This is an optimization exercise on Yosys and OpenROAD, whose aim is small area, a short achievable clock period and few clock cycles per item, not a production implementation. In this exercise RTL edits were held to simulation tests only and were not proved equivalent to the original.

==> flow/design.v, too long to show whole: its modules and the start of the top module <==
// module fp_unpack: 23 lines
// module fp_add_sub: 88 lines
// module fp_sig_mul: 1914 lines
// module fp_mul: 48 lines
// module fp_alu: 60 lines
module fp_alu (
    input  logic      clk,
    input  logic      rst,
    input  logic      start,
    input  fp_pkg::fp_word_t  op_a,
    input  fp_pkg::fp_word_t  op_b,
    input  fp_pkg::fp_op_t    op_code,
    output fp_pkg::fp_word_t  result,
    output fp_pkg::fp_flags_t flags,
    output logic      valid_out
);
  // ...
==> flow/run.sh <==
#!/bin/bash
# synth_recipe.tcl (not shown) runs the flow's synth.tcl, then flattens the netlist and writes it again
# the make line also repeats each setting of config.mk as NAME=value (left out here)
make -C /OpenROAD-flow-scripts/flow DESIGN_CONFIG=/design/flow/config.mk WORK_HOME=/design/flow/orfs CLKGATE_MAP_FILE= SYNTH_SCRIPT=/design/flow/synth_recipe.tcl finish
==> flow/config.mk <==
export PLATFORM = sky130hd
export DESIGN_NAME = fp_alu
export DESIGN_NICKNAME = fp_alu
export VERILOG_FILES = /design/flow/design.v
export SDC_FILE = /design/flow/constraint.sdc
export NUM_CORES = 4
export LEC_CHECK = 0
export ABC_AREA = 1
export CAP_MARGIN = 20
export CORE_MARGIN = 2
export CORE_UTILIZATION = 40
export SETUP_SLACK_MARGIN = 4
export SLEW_MARGIN = 20
==> flow/constraint.sdc <==
create_clock -name core_clock -period 15.0 [get_ports {clk}]
set_input_delay 3.0000 -clock core_clock [delete_from_list [all_inputs] [get_ports {clk}]]
set_output_delay 3.0000 -clock core_clock [all_outputs]
set_load 0.01 [all_outputs]
==> out/qor.yml, run 1 <==
yosysTopAreaCell: "fa_1"
largest_reg_flops: 32
yosys.area.top_type_share_pct: 21.9
wl_met2_mm: 44.4
nMultiInputCombCells: 2731
path_common_cell: "nand2_2"
port_buffers: 104
synth_simple_gate_area_share_pct: 18.9
grt_max_degree: 55
outcome: "finished clean"
final_area_um2: 28100
nFlopsAndLatches: 36
cts_tree: "built"
grt_busiest_layer: "met2"
setup_ws_ns: 4.34
utilization_pct: 47.6
synth_commonest_cells: "nand2_1, inv_1, xor2_1, o22ai_1, fa_1"
synthMuxAreaShare_pct: 0.251
die_area_um2: 61700
finalSetupViolCount: 0
cts.sinks: 36
most-common-layout-cells: "nand2_1, inv_1, xor2_1"
grt.met2_usage_pct: 49.3
required_ns: 15.17
critPathCaptureType: "flip-flop"
hold_viol: 0
Testbench counts, summed over its fixed seeds: cycles 32,008, ops 32,000.
==> inputs of run 2 (changes only) <==
--- a/flow/config.mk
+++ b/flow/config.mk
@@ -10,4 +10,3 @@
 export CORE_MARGIN = 2
 export CORE_UTILIZATION = 40
-export SETUP_SLACK_MARGIN = 4
 export SLEW_MARGIN = 20
==> run 2 against run 1 <==
Still clean. Synthesized cell count did not move. Worst hold slack improved by 0.0029 ns. Cell count fell by 3.1%. Clock-buffer cell count fell by 1. Global-route usage barely moved. Critical path depth rose by 3. Sequential cell count did not move. Area after synthesis did not move. Via count fell by 3.7%. Worst setup slack got worse by 2.9 ns. Critical path type unchanged. Largest cell class unchanged. Highest routed layer unchanged.
==> out/qor.yml, run 2 <==
tns_ns: 0  # unchanged
outcome: "finished clean"  # unchanged
rsz0062_at_grt: "false"  # unchanged
htree_num_levels: 2  # unchanged
yosys.area.top_type_share_pct: 21.9  # unchanged
finalSetupViolCount: 0  # unchanged
layout_min_cycle_time_ns: 13.53  # was 10.66 ns
utilization_pct: 43.7  # was 47.6%
final_area_um2: 25800  # was 28,100 µm²
path_class: "in2reg"  # unchanged
port_buffers: 104  # unchanged
syn_area_um2: 23900  # unchanged
crit_path_start_kind: "primary input"  # unchanged
grt_pass1_vias: 24500  # was 24,600
start_util_pct: 40.5  # unchanged
crit_arrival_ns: 13.68  # was 10.83 ns
std_cell_rows: 89  # unchanged
grt_busiest_layer: "met2"  # unchanged
synth_cell_types: 66  # unchanged
wire_per_inst_um: 23.7  # was 23.4 µm
ios: 105  # unchanged
yosysWarnings: 4  # unchanged
vias_per_cell: 5.89  # was 5.93
final-max-slew-violation-count: 0  # unchanged
fin_nets: 4042  # was 4,176
clk_pin_slew_ns: 0.06  # about the same
top_regs: "result (32), flags (3), valid_out (1)"  # unchanged
yosysSeqAreaShare_pct: 3.04  # unchanged
dp_slack_ns: 1.31  # was 1.45 ns
firstDrtPassIters: 6  # unchanged
synth_simple_gate_area_share_pct: 18.9  # unchanged
path_common_cell: "nand2_1"  # was nand2_2
synthArstFlopShare_pct: 2.78  # unchanged
setup_ws_ns: 1.47  # was 4.34 ns
drt_iter0_drc: 2790  # was 2,880
antenna_found_initial: 2  # unchanged
cts.sinks: 36  # unchanged
slowest_delay_ns: 0.69  # was 0.37 ns
dpl_cell_area_um2: 25600  # about the same
synth_area_leaders: "fa_1, xor2_1, nand2_1"  # unchanged
synth_compound_area_share_pct: 21.1  # unchanged
yosysTopAreaCell: "fa_1"  # unchanged
final_common_cell: "nand2_1"  # unchanged
synth_ff_type: "dfxtp_1"  # unchanged
cts-root-buf: "clkbuf_16"  # unchanged
hold_buffers: 0  # unchanged
area_growth_pct: 7.86  # was 17.7%
synth_top_family_by_area: "adder cells"  # unchanged
hold_path.class: "in2async"  # unchanged
ant_nets: 0  # unchanged
yosysMostFrequentCell: "nand2_1"  # unchanged
synthMuxAreaShare_pct: 0.251  # unchanged
fmax_mhz: 73.9  # was 93.8 MHz
grtUsageMet3_pct: 8.59  # was 6.73%
synth_fa_ha_area_share_pct: 31.1  # unchanged
gp_congestion: 1.08  # was 1.04
cts_tree: "built"  # unchanged
post_synth_xor_area_fraction_pct: 12.6  # unchanged
grt_pass1_wl_mm: 152  # was 154 mm
vias: 25400  # was 26,400
grt_max_degree: 91  # was 55
post_cts.repair.setup_buffers: 0  # was 51
largest_register: "result"  # unchanged
die_y_um: 248  # unchanged
core_area_um2: 59000  # unchanged
synth_edf_count: 0  # unchanged
netlist_instances: 3559  # unchanged
grt.met2_usage_pct: 48.3  # was 49.3%
clock_path_buffers: 2  # unchanged
cpMaxStageDelayCell: "o21ai_4"  # was fa_2
die_area_um2: 61700  # unchanged
grt_overflow: 0  # unchanged
routed_wl_mm: 102  # was 104 mm
grt_use_met1_pct: 45.7  # was 45.9%
hold_viol: 0  # unchanged
hold_ws_ns: 2.83  # about the same
finalCritPeriodShare_pct: 90.2  # was 71.1%
antenna_cells: 0  # was 2
dieWidth_um: 248  # unchanged
syn_avg_cell_area_um2: 6.71  # unchanged
hpwl_mm: 78.3  # was 76.5 mm
drive_above_1_share_pct: 4.21  # was 13.8%
largest_reg_flops: 32  # unchanged
maxCapViolations: 0  # unchanged
syn_nets: 4065  # unchanged
cts_buffers: 5  # unchanged
synth_seq_cells: 36  # unchanged
tightest_slew_ns: 1.13  # was 0.982 ns
slew_headroom_pct: 24.8  # was 34.4%
required_ns: 15.15  # was 15.17 ns
route.detailed.drc: 0  # unchanged
synth_commonest_cells: "nand2_1, inv_1, xor2_1, o22ai_1, fa_1"  # unchanged
most-common-layout-cells: "nand2_1, inv_1, xor2_1"  # unchanged
grt.total_usage_pct: 32.9  # was 32.8%
critPathCaptureType: "flip-flop"  # unchanged
critPathMaxFanout: 34  # was 14
ctsResizeCount: 0  # was 263
## run 2: cell counts after synthesis
No cell type changed its count.
## run 2: final timing paths
kind	to	slack, ns	depth (start not counted)	from
min in group core_clock	valid_out	3.15	1	start
max in group asynchronous	valid_out	12.08	2	rst
worst max-delay path	result[30]	1.47	63	op_a[23]
worst min-delay path	valid_out	2.83	2	rst
## run 2: critical path, delay by kind of cell
family / cells / cell delay, ns
buf+inv: 10 / 1.89
fa+ha+maj: 7 / 2.23
compound gates: 10 / 1.91
simple gates: 34 / 4.36
xor+xnor: 2 / 0.26
## run 2: layout make-up
cell class | instances | area [µm²]
sequential | 36 | 726
tap | 773 | 967
clock buffer | 5 | 125
fill | 6334 | 33300
timing repair buffer | 175 | 1570
multi-input combinational | 2722 | 20100
clock inverter | 3 | 42.5
inverter | 596 | 2240
## run 2: metrics by stage
stage	cells
after global placement	4302
final	4310
after floorplan	3559
after global routing	4310
after detailed placement	4302
after CTS	4310
## run 2: per-layer routing
| metal | wire [µm] | part of all wire, % | vias to the layer above |
|---|---|---|---|
| li1 | - | - | 11600 |
| met1 | 42900 | 42 | 12100 |
| met2 | 42700 | 42 | 1444 |
| met3 | 12100 | 12 | 246 |
| met4 | 4480 | 4.4 | 4 |
| met5 | 26 | 0.025 | - |
## run 2: cells by family (layout without fill, tap and decap cells)
| kind of cell | Yosys count | after routing |
|---|---|---|
| buffers and inverters | 801 | 779 |
| AO/OA/AOI/OAI | 860 | 860 |
| adder cells (fa/ha/maj) | 437 | 437 |
| multiplexers | 6 | 6 |
| XOR/XNOR | 339 | 339 |
| flip-flops | 36 | 36 |
| AND/OR/NAND/NOR | 1080 | 1080 |
==> inputs of run 3 (changes only) <==
--- a/flow/config.mk
+++ b/flow/config.mk
@@ -10,3 +10,4 @@
 export CORE_MARGIN = 2
 export CORE_UTILIZATION = 40
+export SETUP_SLACK_MARGIN = 5
 export SLEW_MARGIN = 20
==> run 3 against run 2 <==
Clock-buffer cell count unchanged. Largest cell class unchanged. Global-route usage rose by 1.4 points. Area after synthesis unchanged. Still clean on timing, DRC and antenna. Critical path type unchanged. Non-clock buffer count increased by 211. Sequential cell count unchanged. Via count up 6.7%. Worst setup slack better by 3.0 ns.
==> out/qor.yml, run 3 <==
drive_above_1_share_pct: 20.5  # was 4.21%
grt_pass1_vias: 25400  # was 24,500
wire_per_inst_um: 23.7  # about the same
crit_arrival_ns: 10.66  # was 13.68 ns
top_regs: "result (32), flags (3), valid_out (1)"  # unchanged
syn_area_um2: 23900  # unchanged
firstDrtPassIters: 6  # unchanged
largest_reg_flops: 32  # unchanged
fmax_mhz: 95.2  # was 73.9 MHz
yosysTopAreaCell: "fa_1"  # unchanged
critPathMaxFanout: 5  # was 34
most-common-layout-cells: "nand2_1, inv_1, xor2_1"  # unchanged
grt.total_usage_pct: 34.2  # was 32.9%
syn_avg_cell_area_um2: 6.71  # unchanged
drt_iter0_drc: 3409  # was 2,790
gp_congestion: 1.03  # was 1.08
die_y_um: 248  # unchanged
critPathCaptureType: "flip-flop"  # unchanged
yosysSeqAreaShare_pct: 3.04  # unchanged
cpMaxStageDelayCell: "fa_2"  # was o21ai_4
fin_nets: 4269  # was 4,042
grt_overflow: 0  # unchanged
clk_pin_slew_ns: 0.06  # about the same
startpoint: "op_a[23]"  # unchanged
layout_min_cycle_time_ns: 10.50  # was 13.53 ns
hold_viol: 0  # unchanged
path_common_cell: "nand2_2"  # was nand2_1
hold_path.class: "in2async"  # unchanged
slowest_delay_ns: 0.34  # was 0.69 ns
grt_pass1_wl_mm: 159  # was 152 mm
hold_ws_ns: 2.84  # was 2.83 ns
finalSetupViolCount: 0  # unchanged
yosysWarnings: 4  # unchanged
port_buffers: 104  # unchanged
start_util_pct: 40.5  # unchanged
slew_headroom_pct: 34.6  # was 24.8%
vias_per_cell: 5.97  # was 5.89
dieWidth_um: 248  # unchanged
synth_area_leaders: "fa_1, xor2_1, nand2_1"  # unchanged
finalCritPeriodShare_pct: 70.0  # was 90.2%
outcome: "finished clean"  # unchanged
cp-endpoint: "result[29]"  # was result[30]
maxCapViolations: 0  # unchanged
ios: 105  # unchanged
dp_slack_ns: 1.31  # about the same
synth_commonest_cells: "nand2_1, inv_1, xor2_1, o22ai_1, fa_1"  # unchanged
synth_ff_type: "dfxtp_1"  # unchanged
netlist_instances: 3559  # unchanged
cts.sinks: 36  # unchanged
core_area_um2: 59000  # unchanged
vias: 27100  # was 25,400
routed_wl_mm: 108  # was 102 mm
synth_cell_types: 66  # unchanged
die_area_um2: 61700  # unchanged
hpwl_mm: 76.0  # was 78.3 mm
setup_ws_ns: 4.50  # was 1.47 ns
area_growth_pct: 26.1  # was 7.86%
rsz0062_at_grt: "true"  # was false
std_cell_rows: 89  # unchanged
final-max-slew-violation-count: 0  # unchanged
grt_max_degree: 55  # was 91
synthArstFlopShare_pct: 2.78  # unchanged
cts_buffers: 5  # unchanged
htree_num_levels: 2  # unchanged
synth_edf_count: 0  # unchanged
path_class: "in2reg"  # unchanged
cts_tree: "built"  # unchanged
final_common_cell: "nand2_1"  # unchanged
hold_buffers: 0  # unchanged
tightest_slew_ns: 0.970  # was 1.13 ns
clock_path_buffers: 2  # unchanged
tns_ns: 0  # unchanged
yosysMostFrequentCell: "nand2_1"  # unchanged
crit_path_start_kind: "primary input"  # unchanged
largest_register: "result"  # unchanged
required_ns: 15.16  # was 15.15 ns
ant_nets: 0  # unchanged
yosys.area.top_type_share_pct: 21.9  # unchanged
antenna_found_initial: 7  # was 2
route.detailed.drc: 0  # unchanged
syn_nets: 4065  # unchanged
cts-root-buf: "clkbuf_16"  # unchanged
synth_seq_cells: 36  # unchanged
[run 3: kinds of logic after synthesis]
| logic type | share of synthesized area [%] |
|---|---|
| xor+xnor | 12.6 |
| flops | 3.04 |
| buf+inv | 13.0 |
| mux | 0.251 |
| compound gates | 21.1 |
| simple gates | 18.9 |
| fa+ha+maj | 31.1 |
[run 3: worst min-delay path by stage]
stage,end,slack [ns],depth (start not counted),from
floorplan,valid_out,2.73,1,rst
global placement,valid_out,3.14,2,rst
detailed placement,valid_out,3.15,2,rst
CTS,valid_out,2.83,2,rst
global route,valid_out,2.85,2,rst
finish,valid_out,2.84,2,rst
[run 3: critical path: cells and delay by family]
kind            cells  cell delay, ns
mux                 1            0.30
simple gates       31            3.13
compound gates     12            1.74
fa+ha+maj           6            1.46
xor+xnor            2            0.39
buf+inv             9            0.57
[run 3: what timing repair did]
| action | CTS | global route |
|---|---|---|
| gates resized for setup | 720 | 122 |
| endpoints found under the setup margin | 34 | 34 |
| gates cloned | 24 | 0 |
| setup buffers | 167 | 41 |
| pin swaps | 126 | 74 |
[run 3: layer usage]
metal	track usage [%]	vias up	share of wire, %
met4	16.5	0	6.1
li1	-	12100	-
met2	51.6	1748	42
met1	45.7	12900	39
met5	0	-	0
met3	8.37	386	12
[run 3: through the flow]
step	instances	instance area (µm²)	utilization, %
floorplan	3559	24400	-
global placement	4297	25900	43.8
detailed placement	4297	25900	43.8
CTS	4496	29400	49.7
global route	4540	30100	51.0
finish	4541	30100	51.0
[run 3: cell type report]
cell class                      instances  area (µm²)
Multi-Input combinational cell       2733       22100
Clock inverter                          3        46.3
Tap cell                              773         967
Timing Repair Buffer                  386        3630
Antenna cell                            4        10.0
Sequential cell                        36         726
Inverter                              596        2480
Fill cell                            5890       28900
Clock buffer                            5         125
Timing Repair inverter                  5        28.8
==> inputs of run 4 (changes only) <==
--- a/flow/config.mk
+++ b/flow/config.mk
@@ -6,8 +6,7 @@
 export NUM_CORES = 4
 export LEC_CHECK = 0
-export ABC_AREA = 1
 export CAP_MARGIN = 20
 export CORE_MARGIN = 2
 export CORE_UTILIZATION = 40
-export SETUP_SLACK_MARGIN = 5
+export SETUP_SLACK_MARGIN = 4
 export SLEW_MARGIN = 20
==> run 4 against run 3 <==
Largest cell class unchanged. Area after synthesis increased by 21%. Still clean on timing, DRC and antenna. Worst setup slack got worse by 0.80 ns. Global-route usage increased by 0.94 points. Critical endpoint is now result[30].
==> out/qor.yml, run 4 <==
syn_area_um2: 29000  # was 23,900 µm²
layout_min_cycle_time_ns: 11.29  # was 10.50 ns
fin_nets: 4734  # was 4,269
grt_pass1_vias: 31400  # was 25,400
top_regs: "result (32), flags (3), valid_out (1)"  # unchanged
die_y_um: 273  # was 248 µm
synth_commonest_cells: "a21oi_1, nor2_1, inv_1, o21ai_0, clkbuf_1"  # was nand2_1, inv_1, xor2_1, o22ai_1, fa_1
finalSetupViolCount: 0  # unchanged
cts.sinks: 36  # unchanged
crit_path_start_kind: "primary input"  # unchanged
clk_pin_slew_ns: 0.06  # about the same
outcome: "finished clean"  # unchanged
std_cell_rows: 98  # was 89
cts-root-buf: "clkbuf_16"  # unchanged
synthArstFlopShare_pct: 2.78  # unchanged
netlist_instances: 4208  # was 3,559
hold_path.class: "in2async"  # unchanged
finalCritPeriodShare_pct: 75.3  # was 70.0%
yosysTopAreaCell: "fa_1"  # unchanged
firstDrtPassIters: 10  # was 6
vias: 34300  # was 27,100
num-fill-cells: 7209  # was 5,890
ant_nets: 0  # unchanged
rsz0062_at_grt: "true"  # unchanged
synth_cell_types: 107  # was 66
gp_congestion: 1.02  # was 1.03
antenna_cells: 0  # was 4
cpMaxStageDelayCell: "or3_4"  # was fa_2
vias_per_cell: 6.61  # was 5.97
grt_overflow: 0  # unchanged
yosysMostFrequentCell: "a21oi_1"  # was nand2_1
largest_reg_flops: 32  # unchanged
most-common-layout-cells: "a21oi_1, nor2_1, inv_1"  # was nand2_1, inv_1, xor2_1
synth_edf_count: 0  # unchanged
path_class: "in2reg"  # unchanged
drive_above_1_share_pct: 18.0  # was 20.5%
hold_buffers: 0  # unchanged
clock_path_buffers: 2  # unchanged
start_util_pct: 40.5  # about the same
cts_buffers: 5  # unchanged
required_ns: 15.16  # about the same
antenna_found_initial: 3  # was 7
wire_per_inst_um: 26.5  # was 23.7 µm
grt_max_degree: 87  # was 55
crit_arrival_ns: 11.45  # was 10.66 ns
port_buffers: 104  # unchanged
area_growth_pct: 19.5  # was 26.1%
hpwl_mm: 96.4  # was 76.0 mm
largest_register: "result"  # unchanged
utilization_pct: 48.4  # was 51.0%
synth_area_leaders: "fa_1, ha_1, a21oi_1"  # was fa_1, xor2_1, nand2_1
htree_num_levels: 2  # unchanged
die_area_um2: 74700  # was 61,700 µm²
dieWidth_um: 273  # was 248 µm
yosys.area.top_type_share_pct: 18.0  # was 21.9%
routed_wl_mm: 137  # was 108 mm
ios: 105  # unchanged
synth_seq_cells: 36  # unchanged
slowest_delay_ns: 0.37  # was 0.34 ns
grt_pass1_wl_mm: 202  # was 159 mm
path_common_cell: "a21o_1"  # was nand2_2
tns_ns: 0  # unchanged
grt.total_usage_pct: 35.2  # was 34.2%
syn_nets: 4714  # was 4,065
fmax_mhz: 88.5  # was 95.2 MHz
drt_iter0_drc: 4769  # was 3,409
yosysSeqAreaShare_pct: 2.50  # was 3.04%
core_area_um2: 71600  # was 59,000 µm²
route.detailed.drc: 0  # unchanged
cts_tree: "built"  # unchanged
yosysWarnings: 4  # unchanged
final-max-slew-violation-count: 0  # unchanged
critPathMaxFanout: 10  # was 5
slew_headroom_pct: 23.2  # was 34.6%
hold_viol: 0  # unchanged
syn_avg_cell_area_um2: 6.90  # was 6.71 µm²
startpoint: "op_b[8]"  # was op_a[23]
synth_ff_type: "dfxtp_1"  # unchanged
final_common_cell: "a21oi_1"  # was nand2_1
tightest_slew_ns: 1.13  # was 0.970 ns
maxCapViolations: 0  # unchanged
critPathCaptureType: "flip-flop"  # unchanged
-- run 4: changes by cell type in the layout (fill, tap and decap cells not counted), sizes merged, moves of 71 or more --
cell	before	now
a221oi	7	78
nand2	695	329
xor2	320	28
a211oi	5	109
nor2	173	376
a22oi	0	138
nand3	142	64
buf	310	391
a21oi	197	414
mux2i	6	123
o21ai	267	363
inv	564	358
o22ai	278	131
-- run 4: how the worst max path moves through the flow --
stage / endpoint / slack [ns] / cells after the start
final: result[30] / 3.71 / 43
after global routing: result[30] / 3.35 / 44
after CTS: result[30] / 3.91 / 45
after detailed placement: result[16] / 1.21 / 41
after global placement: result[16] / 1.38 / 42
after floorplan: result[30] / 3.92 / 44
-- run 4: per-stage QoR --
stage	instance area, µm²	setup WS [ns]	std cells	hold WS (ns)
after floorplan	29300	3.92	4208	2.73
after global placement	30600	1.38	4965	3.14
after detailed placement	30600	1.21	4965	3.15
after CTS	33300	3.91	5114	2.83
after global routing	34700	3.35	5179	2.86
final	34700	3.71	5179	2.83
-- run 4: cells by family after synthesis --
family,synth area share (%)
adders and majority gates,26.8
muxes,4.51
DFF,2.50
buffers and inverters,10.7
AOI/OAI and AO/OA,35.5
and+or+nand+nor,16.8
xor gates and xnor gates,3.31
-- run 4: layout make-up --
class / instances / area, µm² / share of cell area (%)
clock inverter: 2 / 35.0 / 0.101
tap: 950 / 1190 / 3.43
sequential: 36 / 726 / 2.09
timing repair inverter: 1 / 8.76 / 0.0253
timing repair buffer: 443 / 3900 / 11.2
clock buffer: 6 / 129 / 0.372
multi-input combinational: 3363 / 27200 / 78.4
inverter: 378 / 1510 / 4.36
-- run 4: routing by layer --
metal	vias to the layer above	GRT usage, %	share of wire, %
li1	15100	-	-
met5	-	0	0.015
met2	2376	52.3	42
met1	16300	47.7	40
met4	6	16.5	5.9
met3	479	8.64	12
-- run 4: repair_timing --
item,4_1_cts,5_1_grt
buffers inserted,137,62
cloned,4,2
resized for setup,399,227
hold endpoints to repair,0,0
setup endpoints to repair,34,33
pin swaps,99,93
-- run 4: critical path: cells and delay by family --
| kind | cells | cell delay [ns] |
|---|---|---|
| AO/OA/AOI/OAI | 20 | 4.29 |
| XOR/XNOR | 2 | 0.27 |
| adder cells (fa/ha/maj) | 5 | 1.23 |
| buffers and inverters | 7 | 0.96 |
| multiplexers | 4 | 0.89 |
| AND/OR/NAND/NOR | 5 | 0.78 |
==> inputs of run 5 (changes only) <==
--- a/flow/config.mk
+++ b/flow/config.mk
@@ -6,7 +6,8 @@
 export NUM_CORES = 4
 export LEC_CHECK = 0
+export ABC_AREA = 1
 export CAP_MARGIN = 20
 export CORE_MARGIN = 2
 export CORE_UTILIZATION = 40
-export SETUP_SLACK_MARGIN = 4
+export SETUP_SLACK_MARGIN = 3
 export SLEW_MARGIN = 20
==> run 5 against run 4 <==
Synthesized cell count fell by 15%. Core utilization fell by 2.8 points. Critical path depth fell by 11. Via count fell by 25%. Sequential share of layout area rose by 0.60 points. Critical endpoint is now result[0]. Die area fell by 17%. Wire length fell by 24%. Still clean on timing, DRC and antenna. Clock-buffer cell count fell by 1.
==> out/qor.yml, run 5 <==
finalCritPeriodShare_pct: 78.0  # was 75.3%
hold_path.class: "in2async"  # unchanged
yosysSeqAreaShare_pct: 3.04  # was 2.50%
grt_max_degree: 46  # was 87
dp_slack_ns: 1.31  # was 1.21 ns
synth_seq_cells: 36  # unchanged
yosysWarnings: 4  # unchanged
die_area_um2: 61700  # was 74,700 µm²
hold_viol: 0  # unchanged
ios: 105  # unchanged
top_regs: "result (32), flags (3), valid_out (1)"  # unchanged
htree_num_levels: 2  # unchanged
largest_register: "result"  # unchanged
grt_pass1_vias: 24600  # was 31,400
grt.total_usage_pct: 33.1  # was 35.2%
cts.sinks: 36  # unchanged
synth_simple_gate_area_share_pct: 18.9  # was 16.8%
crit_arrival_ns: 11.93  # was 11.45 ns
rsz0062_at_grt: "true"  # unchanged
port_buffers: 104  # unchanged
firstDrtPassIters: 6  # was 10
utilization_pct: 45.7  # was 48.4%
startpoint: "op_b[9]"  # was op_b[8]
regArea_um2: 726  # unchanged
outcome: "finished clean"  # unchanged
clock_path_buffers: 2  # unchanged
synth_area_leaders: "fa_1, xor2_1, nand2_1"  # was fa_1, ha_1, a21oi_1
slew_headroom_pct: 25.6  # was 23.2%
tightest_slew_ns: 1.12  # was 1.13 ns
syn_nets: 4065  # was 4,714
critPathMaxFanout: 33  # was 10
largest_reg_flops: 32  # unchanged
hold_ws_ns: 2.83  # about the same
drive_above_1_share_pct: 8.67  # was 18.0%
drt_iter0_drc: 2868  # was 4,769
fin_nets: 4103  # was 4,734
vias_per_cell: 5.90  # was 6.61
hold_buffers: 0  # unchanged
synth_compound_area_share_pct: 21.1  # was 35.5%
ant_nets: 0  # unchanged
synth_cell_types: 66  # was 107
yosys.area.top_type_share_pct: 21.9  # was 18.0%
path_class: "in2reg"  # unchanged
synthMuxAreaShare_pct: 0.251  # was 4.51%
syn_avg_cell_area_um2: 6.71  # was 6.90 µm²
most-common-layout-cells: "nand2_1, inv_1, xor2_1"  # was a21oi_1, nor2_1, inv_1
dieWidth_um: 248  # was 273 µm
path_common_cell: "inv_1"  # was a21o_1
hpwl_mm: 78.3  # was 96.4 mm
route.detailed.drc: 0  # unchanged
synth_commonest_cells: "nand2_1, inv_1, xor2_1, o22ai_1, fa_1"  # was a21oi_1, nor2_1, inv_1, o21ai_0, clkbuf_1
synth_top_family_by_area: "adder cells"  # was compound AO/OA/AOI/OAI gates
synth_ff_type: "dfxtp_1"  # unchanged
fmax_mhz: 85.5  # was 88.5 MHz
tns_ns: 0  # unchanged
yosysTopAreaCell: "fa_1"  # unchanged
synth_fa_ha_area_share_pct: 31.1  # was 26.8%
antenna_cells: 0  # unchanged
final_common_cell: "nand2_1"  # was a21oi_1
syn_area_um2: 23900  # was 29,000 µm²
routed_wl_mm: 104  # was 137 mm
start_util_pct: 40.5  # about the same
setup_ws_ns: 3.31  # was 3.71 ns
crit_path_start_kind: "primary input"  # unchanged
slowest_delay_ns: 0.64  # was 0.37 ns
layout_min_cycle_time_ns: 11.69  # was 11.29 ns
post_synth_xor_area_fraction_pct: 12.6  # was 3.31%
synthArstFlopShare_pct: 2.78  # unchanged
critPathCaptureType: "flip-flop"  # unchanged
antenna_found_initial: 2  # was 3
vias: 25800  # was 34,300
wire_per_inst_um: 23.9  # was 26.5 µm
core_area_um2: 59000  # was 71,600 µm²
clk_pin_slew_ns: 0.07  # was 0.06 ns
required_ns: 15.23  # was 15.16 ns
cts_tree: "built"  # unchanged
num-fill-cells: 6265  # was 7,209
cts-root-buf: "clkbuf_16"  # unchanged
cpMaxStageDelayCell: "clkdlybuf4s50_1"  # was or3_4
synth_edf_count: 0  # unchanged
area_growth_pct: 12.8  # was 19.5%
grt_pass1_wl_mm: 153  # was 202 mm
netlist_instances: 3559  # was 4,208
std_cell_rows: 89  # was 98
final-max-slew-violation-count: 0  # unchanged
die_y_um: 248  # was 273 µm
gp_congestion: 1.08  # was 1.02
grt_overflow: 0  # unchanged
yosysMostFrequentCell: "nand2_1"  # was a21oi_1
finalSetupViolCount: 0  # unchanged
cts_buffers: 5  # unchanged
multi_input_area_um2: 20700  # was 27,200 µm²
maxCapViolations: 0  # unchanged
==> run 5: worst max path at each step <==
| stage | to | cells past startpoint |
|---|---|---|
| after floorplan | result[29] | 64 |
| after detailed placement | result[30] | 61 |
| after CTS | result[29] | 63 |
| final | result[0] | 32 |
| after global routing | result[30] | 62 |
| after global placement | result[30] | 61 |
==> run 5: logic make-up (layout without fill, tap and decap cells) <==
kind of cell,after synthesis,in the layout
simple gates,1080,1087
mux,6,6
xor+xnor,339,339
fa+ha+maj,437,437
buf+inv,801,832
compound gates,860,861
flops,36,36
==> run 5: routing by layer <==
metal,share of wire [%],track usage [%],wire (µm)
met1,42,45.9,43400
met3,12,8.65,12500
met5,0.025,0,26
met2,42,48.8,44200
met4,4.1,13.0,4250
==> run 5: final cells by class <==
class / instances / area share [%]
well taps: 773 / 3.59
repair inverters: 2 / 0.0371
flip-flops and latches: 36 / 2.69
repair buffers: 226 / 7.49
clock inverters: 3 / 0.158
multi-input cells: 2730 / 77.0
clock buffers: 5 / 0.464
inverters: 596 / 8.57
==> run 5: what timing repair did <==
| action | in CTS | in global routing |
|---|---|---|
| setup endpoints to repair | 32 | 32 |
| pin swaps | 7 | 23 |
| setup buffers | 13 | 38 |
| gates resized for setup | 58 | 222 |
| gates cloned | 3 | 7 |
==> run 5: worst max-delay path: cells and delay by family <==
family	cells	cell delay, ns
buf+inv	10	2.25
xor+xnor	1	0.19
compound gates	9	2.15
simple gates	6	1.35
fa+ha+maj	6	2.93
==> run 5: metrics by stage <==
stage | instances | area (µm²)
finish | 4371 | 26900
global route | 4371 | 26900
CTS | 4326 | 26000
detailed placement | 4302 | 25600
global placement | 4302 | 25600
floorplan | 3559 | 23900
==> inputs of run 6 (changes only) <==
--- a/flow/config.mk
+++ b/flow/config.mk
@@ -6,8 +6,6 @@
 export NUM_CORES = 4
 export LEC_CHECK = 0
-export ABC_AREA = 1
 export CAP_MARGIN = 20
 export CORE_MARGIN = 2
 export CORE_UTILIZATION = 40
-export SETUP_SLACK_MARGIN = 3
 export SLEW_MARGIN = 20
==> run 6 against run 5 <==
Synthesized cell count rose by 18%. Still clean. Critical path depth rose by 11. Wire length is 28% higher. Highest routed layer unchanged. Critical endpoint is now result[30].
==> out/qor.yml, run 6 <==
cts-root-buf: "clkbuf_16"  # unchanged
ant_nets: 0  # unchanged
hold_viol: 0  # unchanged
critical_path_buf_inv_count: 5  # was 10
synth_commonest_cells: "a21oi_1, nor2_1, inv_1, o21ai_0, clkbuf_1"  # was nand2_1, inv_1, xor2_1, o22ai_1, fa_1
antenna_cells: 0  # unchanged
maxCapViolations: 0  # unchanged
required_ns: 15.16  # was 15.23 ns
grt_overflow: 0  # unchanged
vias_per_cell: 6.66  # was 5.90
dpl_cell_area_um2: 30500  # was 25,600 µm²
antenna_found_initial: 2  # unchanged
crit_path_start_kind: "primary input"  # unchanged
critPathMaxFanout: 13  # was 33
htree_num_levels: 2  # unchanged
drt_iter0_drc: 4391  # was 2,868
synth_ff_type: "dfxtp_1"  # unchanged
fmax_mhz: 71.3  # was 85.5 MHz
cts.sinks: 36  # unchanged
firstDrtPassIters: 6  # unchanged
dp_slack_ns: 0.879  # was 1.31 ns
route.detailed.drc: 0  # unchanged
cpMaxStageDelayCell: "o311ai_0"  # was clkdlybuf4s50_1
ios: 105  # unchanged
start_util_pct: 40.5  # about the same
path_class: "in2reg"  # unchanged
final_area_um2: 30700  # was 26,900 µm²
cts_buffers: 5  # unchanged
num-fill-cells: 7665  # was 6,265
crit_arrival_ns: 14.19  # was 11.93 ns
core_area_um2: 71600  # was 59,000 µm²
yosysWarnings: 4  # unchanged
hold_ws_ns: 2.84  # was 2.83 ns
routed_wl_mm: 134  # was 104 mm
clk_pin_slew_ns: 0.07  # about the same
post_cts.repair.setup_buffers: 0  # was 13
wire_per_inst_um: 26.9  # was 23.9 µm
syn_nets: 4714  # was 4,065
setup_ws_ns: 0.973  # was 3.31 ns
tightest_slew_ns: 1.11  # was 1.12 ns
yosysSeqAreaShare_pct: 2.50  # was 3.04%
vias: 33100  # was 25,800
largest_register: "result"  # unchanged
grt.total_usage_pct: 34.8  # was 33.1%
rsz0062_at_grt: "false"  # was true
hold_buffers: 0  # unchanged
slowest_delay_ns: 0.71  # was 0.64 ns
netlist_instances: 4208  # was 3,559
drive_above_1_share_pct: 6.58  # was 8.67%
std_cell_rows: 98  # was 89
area_growth_pct: 5.78  # was 12.8%
dp.cells: 4968  # was 4,302
top_regs: "result (32), flags (3), valid_out (1)"  # unchanged
ctsResizeCount: 0  # was 58
critPathCaptureType: "flip-flop"  # unchanged
dieWidth_um: 273  # was 248 µm
final-max-slew-violation-count: 0  # unchanged
utilization_pct: 42.9  # was 45.7%
fin_nets: 4531  # was 4,103
outcome: "finished clean"  # unchanged
die_y_um: 273  # was 248 µm
synth_area_leaders: "fa_1, ha_1, a21oi_1"  # was fa_1, xor2_1, nand2_1
syn_area_um2: 29000  # was 23,900 µm²
cts_tree: "built"  # unchanged
slew_headroom_pct: 26.0  # was 25.6%
die_area_um2: 74700  # was 61,700 µm²
synth_cell_types: 107  # was 66
tns_ns: 0  # unchanged
most-common-layout-cells: "a21oi_1, nor2_1, inv_1"  # was nand2_1, inv_1, xor2_1
clock_path_buffers: 2  # unchanged
fin_cells: 4976  # was 4,371
port_buffers: 104  # unchanged
yosysTopAreaCell: "fa_1"  # unchanged
grt_pass1_vias: 30600  # was 24,600
grt_max_degree: 86  # was 46
syn_avg_cell_area_um2: 6.90  # was 6.71 µm²
final_common_cell: "a21oi_1"  # was nand2_1
yosysMostFrequentCell: "a21oi_1"  # was nand2_1
cpLargestDelayFamily: "compound AO/OA/AOI/OAI gates"  # was adder cells
hpwl_mm: 99.0  # was 78.3 mm
synth_edf_count: 0  # unchanged
synthArstFlopShare_pct: 2.78  # unchanged
yosys.area.top_type_share_pct: 18.0  # was 21.9%
grt_pass1_wl_mm: 199  # was 153 mm
gp_congestion: 1.02  # was 1.08
synth_seq_cells: 36  # unchanged
finalCritPeriodShare_pct: 93.5  # was 78.0%
layout_min_cycle_time_ns: 14.03  # was 11.69 ns
finalSetupViolCount: 0  # unchanged
hold_path.class: "in2async"  # unchanged
largest_reg_flops: 32  # unchanged
==> run 6: cell count changes after synthesis, sizes merged, moves of 177 or more <==
cell | before | now
a21oi | 197 | 414
clkbuf | 152 | 329
inv | 573 | 364
nand2 | 685 | 329
nor2 | 173 | 376
xor2 | 320 | 28
==> run 6: kinds of logic after synthesis <==
group	synth area share, %
compound gates	35.5
xor+xnor	3.31
fa+ha+maj	26.8
buf+inv	10.7
flops	2.50
mux	4.51
simple gates	16.8
==> run 6: routing by layer <==
metal | part of all wire [%] | routed length [µm] | GRT usage (%)
met1 | 41 | 55500 | 48.0
met2 | 41 | 55500 | 51.4
met3 | 11 | 14900 | 6.89
met4 | 5.9 | 7950 | 17.4
met5 | 0.013 | 17 | 0
==> run 6: cell type report <==
| cell class | count | area [µm²] | share of cell area, % |
|---|---|---|---|
| sequential | 36 | 726 | 2.36 |
| tap | 950 | 1190 | 3.87 |
| multi-input combinational | 3362 | 25300 | 82.4 |
| timing repair buffer | 242 | 1890 | 6.16 |
| clock inverter | 3 | 46.3 | 0.151 |
| inverter | 378 | 1420 | 4.62 |
| clock buffer | 5 | 125 | 0.408 |
==> run 6: worst paths after layout <==
| check | depth (start not counted) | from | to |
|---|---|---|---|
| setup / recovery | 43 | op_a[26] | result[30] |
| max in group asynchronous | 2 | rst | valid_out |
| hold / removal | 2 | rst | valid_out |
| min in group core_clock | 1 | start | valid_out |
==> inputs of run 7 (changes only) <==
--- a/flow/config.mk
+++ b/flow/config.mk
@@ -6,6 +6,9 @@
 export NUM_CORES = 4
 export LEC_CHECK = 0
+export ABC_AREA = 1
 export CAP_MARGIN = 20
 export CORE_MARGIN = 2
 export CORE_UTILIZATION = 40
+export PLACE_DENSITY = 0.75
+export SETUP_SLACK_MARGIN = 4
 export SLEW_MARGIN = 20
==> run 7 against run 6 <==
Synthesized cell count decreased by 15%. Worst hold slack got worse by 0.0083 ns. Critical path type unchanged. Largest cell class unchanged. Non-clock buffer count increased by 67. Sequential cell count unchanged. Worst setup slack improved by 3.2 ns. Design area decreased by 6.7%. Critical path depth increased by 20.
==> out/qor.yml, run 7 <==
outcome: "finished clean"  # unchanged
wire_per_inst_um: 23.1  # was 26.9 µm
largest_reg_flops: 32  # unchanged
std_cell_rows: 89  # was 98
route.detailed.drc: 0  # unchanged
slew_headroom_pct: 39.2  # was 26.0%
yosys.area.top_type_share_pct: 21.9  # was 18.0%
grt_overflow: 0  # unchanged
synth_commonest_cells: "nand2_1, inv_1, xor2_1, o22ai_1, fa_1"  # was a21oi_1, nor2_1, inv_1, o21ai_0, clkbuf_1
clk_pin_slew_ns: 0.06  # was 0.07 ns
yosysMostFrequentCell: "nand2_1"  # was a21oi_1
dieWidth_um: 248  # was 273 µm
utilization_pct: 48.5  # was 42.9%
ant_nets: 0  # unchanged
grt_pass1_wl_mm: 152  # was 199 mm
critPathMaxFanout: 19  # was 13
cpLargestDelayFamily: "simple AND/OR/NAND/NOR gates"  # was compound AO/OA/AOI/OAI gates
crit_path_start_kind: "primary input"  # unchanged
fin_nets: 4192  # was 4,531
slowest_delay_ns: 0.43  # was 0.71 ns
yosysWarnings: 4  # unchanged
hpwl_mm: 73.5  # was 99.0 mm
clock_path_buffers: 2  # unchanged
vias_per_cell: 6.13  # was 6.66
area_growth_pct: 19.9  # was 5.78%
start_util_pct: 40.5  # about the same
firstDrtPassIters: 14  # was 6
cts-root-buf: "clkbuf_16"  # unchanged
drive_above_1_share_pct: 15.3  # was 6.58%
dp.cells: 4304  # was 4,968
yosysSeqAreaShare_pct: 3.04  # was 2.50%
vias: 27400  # was 33,100
final-max-slew-violation-count: 0  # unchanged
cts.sinks: 36  # unchanged
die_y_um: 248  # was 273 µm
synth_edf_count: 0  # unchanged
finalCritPeriodShare_pct: 72.1  # was 93.5%
core_area_um2: 59000  # was 71,600 µm²
routed_wl_mm: 103  # was 134 mm
rsz0062_at_grt: "true"  # was false
path_common_cell: "nand2_2"
cpMaxStageDelayCell: "dlygate4sd2_1"  # was o311ai_0
path_class: "in2reg"  # unchanged
ios: 105  # unchanged
hold_buffers: 0  # unchanged
top_regs: "result (32), flags (3), valid_out (1)"  # unchanged
port_buffers: 104  # unchanged
tightest_slew_ns: 0.902  # was 1.11 ns
syn_avg_cell_area_um2: 6.71  # was 6.90 µm²
fmax_mhz: 92.4  # was 71.3 MHz
maxCapViolations: 0  # unchanged
tns_ns: 0  # unchanged
critPathCaptureType: "flip-flop"  # unchanged
synth_cell_types: 66  # was 107
cts_buffers: 5  # unchanged
die_area_um2: 61700  # was 74,700 µm²
required_ns: 15.17  # was 15.16 ns
crit_arrival_ns: 10.99  # was 14.19 ns
htree_num_levels: 2  # unchanged
most-common-layout-cells: "nand2_1, inv_1, xor2_1"  # was a21oi_1, nor2_1, inv_1
synth_ff_type: "dfxtp_1"  # unchanged
finalSetupViolCount: 0  # unchanged
grt_max_degree: 49  # was 86
hold_viol: 0  # unchanged
netlist_instances: 3559  # was 4,208
critical_path_buf_inv_count: 8  # was 5
antenna_found_initial: 6  # was 2
hold_path.class: "in2async"  # unchanged
fin_cells: 4467  # was 4,976
synth_seq_cells: 36  # unchanged
synth_area_leaders: "fa_1, xor2_1, nand2_1"  # was fa_1, ha_1, a21oi_1
drt_iter0_drc: 3913  # was 4,391
gp_congestion: 1.10  # was 1.02
layout_min_cycle_time_ns: 10.82  # was 14.03 ns
grt.total_usage_pct: 32.1  # was 34.8%
yosysTopAreaCell: "fa_1"  # unchanged
largest_register: "result"  # unchanged
cts_tree: "built"  # unchanged
grt_pass1_vias: 25400  # was 30,600
syn_area_um2: 23900  # was 29,000 µm²
synthArstFlopShare_pct: 2.78  # unchanged
final_common_cell: "nand2_1"  # was a21oi_1
syn_nets: 4065  # was 4,714
==> run 7: cell count changes after synthesis, sizes merged, moves of 138 or more <==
cell	previous run	this run
nand2	329	685
xor2	28	320
a21oi	414	197
inv	364	573
nor2	376	173
clkbuf	329	152
o22ai	131	278
a22oi	138	0
==> run 7: path summary, 6_finish.rpt <==
check / start / to / slack (ns) / cells past startpoint
setup / recovery: op_a[16] / result[30] / 4.18 / 63
hold / removal: rst / valid_out / 2.83 / 2
max in group asynchronous: rst / valid_out / 12.09 / 2
min in group core_clock: start / valid_out / 3.14 / 1
==> run 7: area by class of cell <==
cell class	count	area, µm²
fill	5893	30400
timing repair inverter	4	22.5
multi-input combinational	2734	21500
clock buffer	6	129
sequential	36	726
tap	773	967
clock inverter	2	16.3
timing repair buffer	309	2930
antenna	7	17.5
inverter	596	2390
==> run 7: logic make-up (layout without fill, tap and decap cells) <==
kind of cell	count (synthesis)	in the layout	synth area share, %
DFF	36	36	3.04
xor gates and xnor gates	339	339	12.6
other	0	7	0
muxes	6	6	0.251
and+or+nand+nor	1080	1092	18.9
buffers and inverters	801	917	13.0
adders and majority gates	437	437	31.1
AOI/OAI and AO/OA	860	860	21.1
==> run 7: layer usage <==
metal | wire (µm) | track usage, % | vias to the layer above
met4 | 7030 | 16.1 | 2
met1 | 39200 | 42.9 | 12700
met5 | 13 | 0 | -
met2 | 41800 | 46.6 | 2206
li1 | - | - | 11900
met3 | 15200 | 9.83 | 512
==> run 7: stage by stage <==
step / instance area, µm² / setup WS (ns) / hold WS [ns]
after global routing: 28600 / 3.82 / 2.85
after floorplan: 23900 / 4.02 / 2.73
after global placement: 25600 / 1.55 / 3.14
final: 28600 / 4.18 / 2.83
after detailed placement: 25600 / 1.47 / 3.14
after CTS: 27100 / 4.00 / 2.83
==> run 7: timing repair <==
action / in CTS / in global routing
cloned: 15 / 7
endpoints found under the setup margin: 34 / 32
pin swaps: 33 / 98
buffers inserted: 54 / 72
resized for setup: 296 / 316

static timing again, ports no longer ideal:
The results above use ideal ports. As a check the final layouts listed here were re-extracted and re-timed, cells and wires unchanged.
Step 1 assumes that a clkbuf_16 drives the clock port and a buf_2 every other input.
Step 2 adds t to the input delays and takes it off the output delays; t is the mean of the earliest and latest rising clock arrival at the registers after step 1. Input paths then give back, and output paths get back, about the clock's delay inside the block.
a / b / c = no drivers / after step 1 / after step 2; a / b = the first two.
run	t (ns)	setup WS [ns]	hold slack, ns	clock arrival spread, ns
run 1	0.340	4.339 / 4.355 / 4.015	2.831 / 2.826 / 3.166	0.003 / 0.004
run 2	0.339	1.465 / 1.487 / 1.149	2.834 / 2.837 / 3.175	0.007 / 0.007
run 3	0.342	4.501 / 4.482 / 4.140	2.838 / 2.825 / 3.167	0.008 / 0.007
run 4	0.338	3.706 / 3.706 / 3.369	2.828 / 2.804 / 3.141	0.012 / 0.011
run 5	0.345	3.306 / 3.318 / 2.973	2.828 / 2.826 / 3.171	0.010 / 0.010
run 6	0.343	0.973 / 0.992 / 0.649	2.836 / 2.815 / 3.158	0.007 / 0.006
run 7	0.343	4.178 / 4.200 / 3.857	2.827 / 2.810 / 3.153	0.003 / 0.003
After both steps every run listed still meets setup and hold. For run 3, which loses most, drivers alone change the setup slack by -0.019 ns; drivers and shift together by -0.361 ns.
